Background: an optimization exercise with open tools, aiming at small area, a short achievable clock period and few clock cycles per item. Do not read the settings as production practice. Where RTL was checked, it was by simulation tests only, not by an equivalence proof against the original.

Design julia_render, start of the top module:
module julia_render #(
    parameter int H_PIXELS = 64,
    parameter int V_PIXELS = 48,
    parameter int MAX_ITER = 255,
    parameter int FRAC     = 14
) (
    input  logic               clock,
    input  logic               reset,
    input  logic               valid,
    input  logic signed [17:0] c_real,
    input  logic signed [17:0] c_comp,
    input  logic signed [17:0] x,
    input  logic signed [17:0] y,
    input  logic signed [17:0] scale,
    output logic [18:0]        wr_addr,
    output logic [7:0]         wr_data,
    output logic               wr_en,
    input  logic               wr_ready,
    output logic               busy,
    output logic               done
);
Settings: LEC_CHECK=0, CAP_MARGIN=20, CORE_MARGIN=2, CORE_UTILIZATION=40, SLEW_MARGIN=20; clock period 12.0 ns.
standard.sh (not shown) runs the stock make flow with config.mk's settings and CLKGATE_MAP_FILE= SYNTH_SCRIPT=/design/flow/synth_recipe.tcl, a recipe that flattens the netlist after the stock synthesis.
==> flow/flow/run.sh <==
#!/bin/bash
set -euo pipefail
bash standard.sh SETUP_SLACK_MARGIN=8 finish > standard_make.log 2>&1
Testbench counts at the start, summed over its fixed seeds: cycles 1,337,049, pixels 98,304.
Change:
--- a/flow/design.v
+++ b/flow/design.v
@@ -25,20 +25,19 @@
     logic        gdir_q, gdone_q;
     logic        v0_q, p0_q;
     logic [17:0] zr_q, zi_q, s0r_q, s0i_q;
     logic [7:0]  it0_q;
     logic [11:0] a0_q;
     logic        v1_q, p1_q, in1_q, per1_q, cap1_q;
     logic [17:0] s1r_q, s1i_q;
     logic [7:0]  it1_q;
     logic [11:0] a1_q;
-    logic [17:0] xha_q, xhb_q;
-    logic        xc_q;
+    logic [31:0] xa_q, xb_q;
     logic [30:0] ya_q, yb_q;
     logic [31:0] ea_q, eb_q;
     logic        ov_q;
     logic [11:0] oa_q;
     logic [7:0]  od_q;
     logic        valid_q, busy_q, run_q, done_q;
     logic [15:0] dr, di;
     assign dr = zr_q[15:0];
     assign di = zi_q[15:0];
@@ -2367,54 +2366,56 @@
     assign t_1067 = t_1009 ^ t_958 ^ t_1008;
     assign t_1068 = (t_1009 & t_958) | (t_1008 & (t_1009 ^ t_958));
     wire t_1069;
     wire t_1070;
     assign t_1069 = bop7[15] ^ t_1010 ^ t_1011;
     assign t_1070 = (bop7[15] & t_1010) | (t_1011 & (bop7[15] ^ t_1010));
     wire [30:0] ya, yb;
     assign ya = {t_1069, t_1066, t_1065, t_1062, t_1061, t_1059, t_1056, t_1054, t_1052, t_1051, t_1048, t_1046, t_1044, t_1042, t_1040, t_1038, t_1036, t_1034, t_1032, t_1030, t_1028, t_1026, t_1024, t_1022, t_1020, t_1018, t_1016, t_1014, bon1, bop0[1], bon0};
     assign yb = {t_1068, t_1067, t_1064, t_1063, t_1060, t_1058, t_1057, t_1055, t_1053, t_1050, t_1049, t_1047, t_1045, t_1043, t_1041, t_1039, t_1037, t_1035, t_1033, t_1031, t_1029, t_1027, t_1025, t_1023, t_1021, t_1019, t_1017, t_1015, t_1013, 1'b0, bop0[0]};
-    logic [14:0] xl;
-    assign xl = {1'b0, xa[13:0]} + {1'b0, xb[13:0]};
+    localparam logic [63:0] MUL3 = 64'b1001001001001001001001001001001001001001001001001001001001001001;
+    logic save;
+    assign save = (it0_q[1:0] == 2'd0) && MUL3[it0_q[7:2]];
     logic inr, ini, per, cap;
     assign inr = (zr_q[17:15] == 3'b000) || (zr_q[17:15] == 3'b111) || (zr_q == 18'h08000);
     assign ini = (zi_q[17:15] == 3'b000) || (zi_q[17:15] == 3'b111) || (zi_q == 18'h08000);
     assign per = (it0_q != 8'h00) && (zr_q == s0r_q) && (zi_q == s0i_q);
     assign cap = (it0_q == 8'hff);
     always_ff @(posedge clock) begin
-        xha_q  <= xa[31:14];
-        xhb_q  <= xb[31:14];
-        xc_q   <= xl[14];
+        xa_q   <= xa;
+        xb_q   <= xb;
         ya_q   <= ya;
         yb_q   <= yb;
         ea_q   <= ea;
         eb_q   <= eb;
         in1_q  <= inr && ini;
         per1_q <= per;
         cap1_q <= cap;
         it1_q  <= it0_q;
         a1_q   <= a0_q;
-        if (it0_q[3:0] == 4'd0) begin
+        if (save) begin
             s1r_q <= zr_q;
             s1i_q <= zi_q;
         end else begin
             s1r_q <= s0r_q;
             s1i_q <= s0i_q;
         end
         s0r_q <= s1r_q;
         s0i_q <= s1i_q;
     end
     logic [17:0] zr_new, zi_new;
+    logic [31:0] xs;
     logic [30:0] ys;
     logic [31:0] es;
     logic        escape, fin, can_emit, emit, load;
     logic [7:0]  count;
-    assign zr_new = xha_q + xhb_q + {17'd0, xc_q};
+    assign xs     = xa_q + xb_q;
+    assign zr_new = xs[31:14];
     assign ys     = ya_q + yb_q;
     assign zi_new = ys[30:13];
     assign es     = ea_q + eb_q;
     assign escape = !in1_q || !es[31];
     assign fin    = p1_q || (v1_q && (escape || cap1_q || per1_q));
     assign count  = (v1_q && per1_q) ? 8'hff : it1_q;
     assign can_emit = !ov_q || wr_ready;
     assign emit     = run_q && fin && can_emit;
     assign load     = run_q && !gdone_q && (emit || !(v1_q || p1_q));
Die area went up by 1.2%.
Maximum frequency went up by 1.1%.
Cell area went up by 1.2%.
Synthesized area went up by 1.2%.
Clock skew went up by 0.040 ns.
Routed wire length went up by 3.5%.
Non-clock buffer count went down by 5.
For the second run of this note, only the layout was checked, not whether the RTL still works.

## static timing again, ports no longer ideal
No port has a modelled driver above. Below, the same layouts with a new extraction and two added sets of constraints. Step 1 assumes that a clkbuf_16 drives the clock port and a buf_2 every other input. Step 2 also shifts input and output timing later by t, the mid clock arrival at the registers, as if the neighbouring blocks saw the same clock. a / b / c = ideal ports / drivers / drivers and shift; a / b = the first two.
run	t (ns)	setup WS [ns]	clock arrival spread, ns	pins driven straight from the clock port
the first run	0.687	7.744 / 7.744 / 7.445	0.039 / 0.038	1
the second run	0.681	7.792 / 7.792 / 7.392	0.078 / 0.079	1
After both steps setup and hold are still met in every run listed. For the second run, which loses most, drivers alone change the setup slack by 0.000 ns; drivers and shift together by -0.400 ns.
